From an optimization exercise on the open Yosys and OpenROAD flow, aimed at small area, a short achievable clock period and few clock cycles; shortcuts taken in it are not production practice.
At most, simulation tests tie the RTL to the original design; equivalence was not proved.
Power is estimated from default activity; no workload was simulated.

Design windowed_peak_boundary_picker_core, start of the top module:
module windowed_peak_boundary_picker_core #(
    parameter int MAX_RADIUS = wpbp_pkg::MAX_RADIUS_DEF,
    parameter int PROB_BITS  = wpbp_pkg::PROB_BITS_DEF,
    localparam int CFG_W     = (PROB_BITS > wpbp_pkg::RADIUS_W) ? PROB_BITS
                                                                 : wpbp_pkg::RADIUS_W
) (
    input  logic                            i_clk,
    input  logic                            i_rst_n,
    input  logic                            i_cfg_we,
    input  logic [wpbp_pkg::CFG_IDX_W-1:0]  i_cfg_idx,
    input  logic [CFG_W-1:0]                i_cfg_data,
    input  logic                            i_in_valid,
    output logic                            o_in_stall,
    input  logic [PROB_BITS-1:0]            i_prob,
    input  logic                            i_barrier,
    input  logic                            i_valid_req,
    input  logic                            i_seq_last,
    output logic                            o_out_valid,
    input  logic                            i_out_stall,
    output logic                            o_boundary,
    output logic                            o_seq_end,
    output logic                            o_run_end
);
Size in the first run: roughly 1900 cells after synthesis, about 46 I/O pins.
Settings: LEC_CHECK=0, ABC_AREA=1, CAP_MARGIN=20, CORE_MARGIN=2, CORE_UTILIZATION=40, CTS_CLUSTER_DIAMETER=120, CTS_CLUSTER_SIZE=24, SETUP_SLACK_MARGIN=3.8, SLEW_MARGIN=20; clock period 6.0 ns.
run.sh (not shown) runs the stock make flow with config.mk's settings and CLKGATE_MAP_FILE= SYNTH_SCRIPT=/design/flow/synth_recipe.tcl, a recipe that flattens the netlist after the stock synthesis.
Rerun with:
--- a/flow/design.v
+++ b/flow/design.v
@@ -67,21 +67,21 @@
     input  logic                            i_barrier,
     input  logic                            i_valid_req,
     input  logic                            i_seq_last,
     output logic                            o_out_valid,
     input  logic                            i_out_stall,
     output logic                            o_boundary,
     output logic                            o_seq_end,
     output logic                            o_run_end
 );
     localparam int NS = MAX_RADIUS;           
-    localparam int NC = 10;  
+    localparam int NC = (MAX_RADIUS < 16) ? MAX_RADIUS : 16;  
     localparam int NG = (NS + NC - 1) / NC;   
     localparam int RW = wpbp_pkg::RADIUS_W;
     localparam int PW = PROB_BITS;
     localparam logic [RW-1:0] NONE = '1;      
     logic [PW-1:0] r_thresh;
     logic [RW-1:0] r_radius;
     logic [RW-1:0] w_radius_wr;
     assign w_radius_wr = (i_cfg_data[RW-1:0] > RW'(MAX_RADIUS)) ? RW'(MAX_RADIUS)
                                                                 : i_cfg_data[RW-1:0];
     always_ff @(posedge i_clk) begin
Sequential share of layout area drops by 4.3 points.
Global-route usage went up by 2.1 points.
Worst setup slack got worse by 0.041 ns.
Core utilization fell by 0.20 points.
Wire length went up by a quarter to a third.
No run of this note included a check of the RTL's function; only the layout flow was run.

* * *

The RTL this note starts from:
==> flow/design.v <==
package wpbp_pkg;
    localparam int MAX_RADIUS_DEF = 31;
    localparam int PROB_BITS_DEF  = 16;
    localparam int RADIUS_W   = 5;
    localparam int THRESH_RESET = 32768;
    localparam logic [RADIUS_W-1:0] RADIUS_RESET = 5'd2;
    localparam int CFG_IDX_W = 1;
    typedef enum logic [CFG_IDX_W-1:0] {
        CFG_THRESHOLD = 1'b0,
        CFG_RADIUS    = 1'b1
    } t_cfg_idx;
endpackage
module wpbp_cell #(
    parameter int PROB_BITS = wpbp_pkg::PROB_BITS_DEF,
    parameter bit CMP       = 1'b1
) (
    input  logic                 i_clk,
    input  logic [PROB_BITS-1:0] i_nb_key,
    input  logic [PROB_BITS-1:0] i_new_key,
    output logic [PROB_BITS-1:0] o_key,
    output logic                 o_gt
);
    localparam int LV = $clog2(PROB_BITS);
    localparam int NP = 1 << LV;
    logic [PROB_BITS-1:0] r_key;
    always_ff @(posedge i_clk) begin
        r_key <= i_nb_key;
    end
    assign o_key = r_key;
    logic [LV:0][NP-1:0] w_g;
    logic [LV:0][NP-1:0] w_p;
    for (genvar i = 0; i < NP; i++) begin : g_bit
        if (i < PROB_BITS) begin : g_in
            assign w_g[0][i] = i_new_key[i] && !r_key[i];
            assign w_p[0][i] = i_new_key[i] || !r_key[i];
        end else begin : g_pad
            assign w_g[0][i] = 1'b0;
            assign w_p[0][i] = 1'b1;
        end
    end
    for (genvar l = 0; l < LV; l++) begin : g_lvl
        for (genvar i = 0; i < (NP >> (l + 1)); i++) begin : g_node
            assign w_g[l+1][i] = w_g[l][2*i+1] || (w_p[l][2*i+1] && w_g[l][2*i]);
            assign w_p[l+1][i] = w_p[l][2*i+1] && w_p[l][2*i];
        end
        for (genvar i = (NP >> (l + 1)); i < NP; i++) begin : g_unused
            assign w_g[l+1][i] = 1'b0;
            assign w_p[l+1][i] = 1'b0;
        end
    end
    assign o_gt = CMP && w_g[LV][0];
endmodule
module windowed_peak_boundary_picker_core #(
    parameter int MAX_RADIUS = wpbp_pkg::MAX_RADIUS_DEF,
    parameter int PROB_BITS  = wpbp_pkg::PROB_BITS_DEF,
    localparam int CFG_W     = (PROB_BITS > wpbp_pkg::RADIUS_W) ? PROB_BITS
                                                                 : wpbp_pkg::RADIUS_W
) (
    input  logic                            i_clk,
    input  logic                            i_rst_n,
    input  logic                            i_cfg_we,
    input  logic [wpbp_pkg::CFG_IDX_W-1:0]  i_cfg_idx,
    input  logic [CFG_W-1:0]                i_cfg_data,
    input  logic                            i_in_valid,
    output logic                            o_in_stall,
    input  logic [PROB_BITS-1:0]            i_prob,
    input  logic                            i_barrier,
    input  logic                            i_valid_req,
    input  logic                            i_seq_last,
    output logic                            o_out_valid,
    input  logic                            i_out_stall,
    output logic                            o_boundary,
    output logic                            o_seq_end,
    output logic                            o_run_end
);
    localparam int NS = MAX_RADIUS;           
    localparam int NC = 10;  
    localparam int NG = (NS + NC - 1) / NC;   
    localparam int RW = wpbp_pkg::RADIUS_W;
    localparam int PW = PROB_BITS;
    localparam logic [RW-1:0] NONE = '1;      
    logic [PW-1:0] r_thresh;
    logic [RW-1:0] r_radius;
    logic [RW-1:0] w_radius_wr;
    assign w_radius_wr = (i_cfg_data[RW-1:0] > RW'(MAX_RADIUS)) ? RW'(MAX_RADIUS)
                                                                : i_cfg_data[RW-1:0];
    always_ff @(posedge i_clk) begin
        if (!i_rst_n) begin
            r_thresh <= PW'(wpbp_pkg::THRESH_RESET);
            r_radius <= wpbp_pkg::RADIUS_RESET;
        end else if (i_cfg_we) begin
            case (i_cfg_idx)
                wpbp_pkg::CFG_THRESHOLD: r_thresh <= i_cfg_data[PW-1:0];
                wpbp_pkg::CFG_RADIUS:    r_radius <= w_radius_wr;
                default:                 r_thresh <= r_thresh;
            endcase
        end
    end
    logic          r_hold;                    
    logic          r_stall;                   
    logic          w_en;
    logic          w_acc, w_top;
    logic [PW-1:0] w_key;
    logic [RW-1:0] r_lim;                     
    logic [RW-1:0] r_tidx;                    
    logic [RW-1:0] r_rot;                     
    logic          r_pass;                    
    logic          r_abad, r_acb;             
    logic          b_v, b_top, b_pass, b_last, b_rel, b_blk;
    logic [NC-1:0] b_lok;
    logic          b_abad, b_acb;
    logic [RW-1:0] b_lim;
    logic          c_v, c_top;
    logic [RW-1:0] c_s;
    logic          q0_v, q1_v;
    logic [RW-1:0] q0_rem, q1_rem;
    logic          q0_hv, q1_hv;
    logic [RW-1:0] q0_hit, q1_hit;
    logic          q0_seq, q1_seq;
    logic          o_v, o_b, o_se, o_re;
    assign w_en = !r_hold;
    assign w_acc = i_in_valid && !r_stall;
    assign w_top = !i_valid_req || i_barrier;
    assign w_key = i_prob | {PW{w_top}};
    logic [NS:0][PW-1:0] w_k;
    logic [NS-1:0] w_gt;
    logic [NC-1:0] w_lok;
    assign w_k[0]  = w_acc ? w_key : w_k[NS];
    for (genvar j = 0; j < NS; j++) begin : g_slot
        wpbp_cell #(
            .PROB_BITS (PW),
            .CMP       (j < NC)
        ) u_slot (
            .i_clk     (i_clk),
            .i_nb_key  (w_k[j]),
            .i_new_key (i_prob),
            .o_key     (w_k[j+1]),
            .o_gt      (w_gt[j])
        );
    end
    for (genvar j = 0; j < NC; j++) begin : g_lok
        assign w_lok[j] = (RW'(j) >= r_lim) || w_gt[j];
    end
    logic w_need, w_pstart, w_grp_bad, w_grp_cb;
    always_comb begin
        w_grp_bad = 1'b0;
        w_grp_cb  = 1'b0;
        for (int g = 1; g < NG; g++) begin
            if (r_rot == RW'(NS - g * NC + 1)) begin
                for (int j = 0; j < NC; j++) begin
                    if (g * NC + j < NS) begin
                        if ((RW'(g * NC + j) < r_lim) && !b_lok[j]) w_grp_bad = 1'b1;
                        if ((c_s == RW'(g * NC + j)) && b_lok[j])   w_grp_cb  = 1'b1;
                    end
                end
            end
        end
    end
    assign w_need   = (r_lim > RW'(NC));
    assign w_pstart = !r_pass && i_in_valid && w_need && !b_v && (r_rot == RW'(1));
    always_ff @(posedge i_clk) begin
        if (!i_rst_n || w_acc || !i_in_valid) begin
            r_pass <= 1'b0;
        end else if (w_pstart) begin
            r_pass <= 1'b1;
        end
    end
    always_ff @(posedge i_clk) begin
        if (w_pstart) begin
            r_abad <= 1'b0;
            r_acb  <= 1'b0;
        end else if (r_pass) begin
            r_abad <= r_abad || w_grp_bad;
            r_acb  <= r_acb  || w_grp_cb;
        end
    end
    always_ff @(posedge i_clk) begin
        if (!i_rst_n) begin
            r_lim  <= '0;
            r_tidx <= NONE;
        end else if (w_acc) begin
            if (i_seq_last) begin
                r_lim  <= '0;
                r_tidx <= NONE;
            end else begin
                r_lim  <= (r_lim >= r_radius) ? r_radius : r_lim + RW'(1);
                r_tidx <= w_top ? '0 : (r_tidx == NONE) ? NONE : r_tidx + RW'(1);
            end
        end
    end
    always_ff @(posedge i_clk) begin
        if (!i_rst_n) begin
            r_rot <= '0;
        end else if (w_acc || r_rot == RW'(NS - 1)) begin
            r_rot <= '0;
        end else begin
            r_rot <= r_rot + RW'(1);
        end
    end
    always_ff @(posedge i_clk) begin
        if (!i_rst_n) begin
            b_v <= 1'b0;
        end else if (w_en) begin
            b_v <= w_acc;
        end
    end
    always_ff @(posedge i_clk) begin
        if (w_en) begin
            b_top  <= w_top;
            b_pass <= i_valid_req && (i_barrier || (i_prob >= r_thresh));
            b_last <= i_seq_last;
            b_rel  <= (r_lim == r_radius);
            b_blk  <= (r_tidx < r_lim);
            b_lok  <= w_lok;
            b_abad <= r_pass && r_abad;
            b_acb  <= r_pass && r_acb;
            b_lim  <= r_lim;
        end
    end
    logic          w_left_ok, w_newc, w_beaten, w_alive, w_r0, w_relc;
    logic          w_ev, w_push;
    logic [RW-1:0] w_ev_rem, w_ev_hit;
    logic          w_ev_hv, w_ev_seq;
    assign w_r0      = (r_radius == '0);
    assign w_left_ok = b_top ? !b_blk : (&b_lok && !b_abad);
    assign w_newc    = b_pass && w_left_ok;
    assign w_beaten  = b_top ? !c_top : (c_s < RW'(NC)) ? b_lok[c_s] : b_acb;
    assign w_alive   = c_v && !w_beaten;
    assign w_relc    = w_alive && (c_s == r_radius - RW'(1));
    assign w_ev      = b_v && (b_last || b_rel);
    assign w_push    = w_en && w_ev;
    always_comb begin
        if (b_last) begin
            w_ev_rem = b_lim;
            w_ev_hv  = w_newc || w_alive;
            w_ev_hit = w_newc ? '0 : c_s + RW'(1);
            w_ev_seq = 1'b1;
        end else begin
            w_ev_rem = '0;
            w_ev_hv  = w_r0 ? w_newc : w_relc;
            w_ev_hit = '0;
            w_ev_seq = 1'b0;
        end
    end
    always_ff @(posedge i_clk) begin
        if (!i_rst_n) begin
            c_v <= 1'b0;
        end else if (w_en && b_v) begin
            if (b_last) begin
                c_v <= 1'b0;
            end else if (w_newc && !w_r0) begin
                c_v <= 1'b1;
            end else if (!(w_alive && !w_relc)) begin
                c_v <= 1'b0;
            end
        end
    end
    always_ff @(posedge i_clk) begin
        if (w_en && b_v) begin
            if (w_newc) begin
                c_s   <= '0;
                c_top <= b_top;
            end else begin
                c_s   <= c_s + RW'(1);
            end
        end
    end
    logic w_out_free, w_emit, w_pop, w_to_q0;
    logic n_q0_v, n_q1_v;
    assign w_out_free = !o_v || !i_out_stall;
    assign w_emit     = q0_v && w_out_free;
    assign w_pop      = w_emit && (q0_rem == '0);
    assign w_to_q0    = !q0_v || (w_pop && !q1_v);
    always_comb begin
        n_q0_v = q0_v;
        n_q1_v = q1_v;
        if (w_pop) begin
            n_q0_v = q1_v;
            n_q1_v = 1'b0;
        end
        if (w_push) begin
            if (w_to_q0) n_q0_v = 1'b1;
            else         n_q1_v = 1'b1;
        end
    end
    always_ff @(posedge i_clk) begin
        if (!i_rst_n) begin
            q0_v <= 1'b0;
            q1_v <= 1'b0;
        end else begin
            q0_v <= n_q0_v;
            q1_v <= n_q1_v;
        end
    end
    always_ff @(posedge i_clk) begin
        if (w_push && w_to_q0) begin
            q0_rem <= w_ev_rem;
            q0_hv  <= w_ev_hv;
            q0_hit <= w_ev_hit;
            q0_seq <= w_ev_seq;
        end else if (w_pop) begin
            q0_rem <= q1_rem;
            q0_hv  <= q1_hv;
            q0_hit <= q1_hit;
            q0_seq <= q1_seq;
        end else if (w_emit) begin
            q0_rem <= q0_rem - RW'(1);
        end
        if (w_push && !w_to_q0) begin
            q1_rem <= w_ev_rem;
            q1_hv  <= w_ev_hv;
            q1_hit <= w_ev_hit;
            q1_seq <= w_ev_seq;
        end
    end
    logic n_b_v, n_b_ev, n_hold, n_aligned, n_need, n_pass;
    logic [RW-1:0] n_lim;
    assign n_b_v     = w_en ? w_acc : b_v;
    assign n_b_ev    = w_en ? (i_seq_last || (r_lim == r_radius)) : (b_last || b_rel);
    assign n_hold    = n_b_v && n_b_ev && n_q1_v;
    assign n_aligned = w_acc ? 1'b1 : (r_lim == '0) || (r_rot == RW'(NS - 1));
    assign n_lim     = !w_acc ? r_lim :
                       i_seq_last ? '0 :
                       (r_lim >= r_radius) ? r_radius : r_lim + RW'(1);
    assign n_need    = (n_lim > RW'(NC));
    assign n_pass    = !w_acc && i_in_valid && (r_pass || w_pstart);
    always_ff @(posedge i_clk) begin
        if (!i_rst_n) begin
            r_hold  <= 1'b0;
            r_stall <= 1'b0;
        end else begin
            r_hold  <= n_hold;
            r_stall <= n_hold || !n_aligned || (n_need && !n_pass);
        end
    end
    always_ff @(posedge i_clk) begin
        if (!i_rst_n) begin
            o_v <= 1'b0;
        end else if (w_out_free) begin
            o_v <= q0_v;
        end
    end
    always_ff @(posedge i_clk) begin
        if (w_emit) begin
            o_b  <= q0_hv && (q0_rem == q0_hit);
            o_re <= (q0_rem == '0);
            o_se <= q0_seq && (q0_rem == '0);
        end else begin
            o_b  <= o_b  && o_v && i_out_stall;
            o_re <= o_re && o_v && i_out_stall;
            o_se <= o_se && o_v && i_out_stall;
        end
    end
    assign o_in_stall  = r_stall;
    assign o_out_valid = o_v;
    assign o_boundary  = o_b;
    assign o_seq_end   = o_se;
    assign o_run_end   = o_re;
endmodule
clock: 6.0 ns
lec_check: 0
abc_area: 1
cap_margin: 20
core_margin: 2
core_utilization: 40
cts_cluster_diameter: 120
cts_cluster_size: 24
setup_slack_margin: 3.8
slew_margin: 20
Testbench counts at the start, summed over its fixed seeds: cycles 32,550.
Next try:
--- a/flow/design.v
+++ b/flow/design.v
@@ -72,11 +72,11 @@
     output logic                            o_boundary,
     output logic                            o_seq_end,
     output logic                            o_run_end
 );
     localparam int NS = MAX_RADIUS;           
-    localparam int NC = 10;  
+    localparam int NC = (MAX_RADIUS < 16) ? MAX_RADIUS : 16;  
     localparam int NG = (NS + NC - 1) / NC;   
     localparam int RW = wpbp_pkg::RADIUS_W;
     localparam int PW = PROB_BITS;
     localparam logic [RW-1:0] NONE = '1;      
     logic [PW-1:0] r_thresh;
@@ -343,14 +343,10 @@
     always_ff @(posedge i_clk) begin
         if (w_emit) begin
             o_b  <= q0_hv && (q0_rem == q0_hit);
             o_re <= (q0_rem == '0);
             o_se <= q0_seq && (q0_rem == '0);
-        end else begin
-            o_b  <= o_b  && o_v && i_out_stall;
-            o_re <= o_re && o_v && i_out_stall;
-            o_se <= o_se && o_v && i_out_stall;
         end
     end
     assign o_in_stall  = r_stall;
     assign o_out_valid = o_v;
     assign o_boundary  = o_b;
What happened: Worst setup slack degrades by 0.0051 ns. Synthesized area rises by 8.6%. Count of clock-buffer cells in the layout goes up by 5. Wire length rose by 25%. Design area went up by about 10%. Fmax barely changes. Worst hold slack barely changes. Combinational power increases by about 28%. Core utilization increases by 0.83 points.
Testbench counts after the change, summed over its fixed seeds: cycles 32,550.

## re-timing with driven ports
In the flow no input, the clock included, has a driving cell. The finished layouts below were timed again as built, in two steps.
Step 1 sets driving cells, clkbuf_16 on the clock port and buf_2 on the other inputs (assumed; they add their load-dependent delay and slew).
Step 2 also shifts input and output timing later by t, the mid clock arrival at the registers, as if the neighbouring blocks saw the same clock.
a / b / c = ideal ports / drivers / drivers and shift; a / b = the first two.
run	t, ns	slack for setup (ns)	worst setup path at the end	clock arrival spread, ns	worst register clock-pin slew, ns
the first run of note 1	0.635	3.623 / 3.613 / 2.978	input to register	0.028 / 0.028	0.11 / 0.11
the second run of note 1	0.651	3.581 / 3.598 / 2.954	input to register	0.028 / 0.029	0.10 / 0.10
the first run of note 2	0.635	3.699 / 3.648 / 3.185	input to register	0.027 / 0.027	0.10 / 0.10
the second run of note 2	0.656	3.694 / 3.639 / 3.182	input to register	0.030 / 0.030	0.11 / 0.11
After both steps setup and hold are still met in every run listed. For the first run of note 1, which loses most, drivers alone change the setup slack by -0.010 ns; drivers and shift together by -0.645 ns.
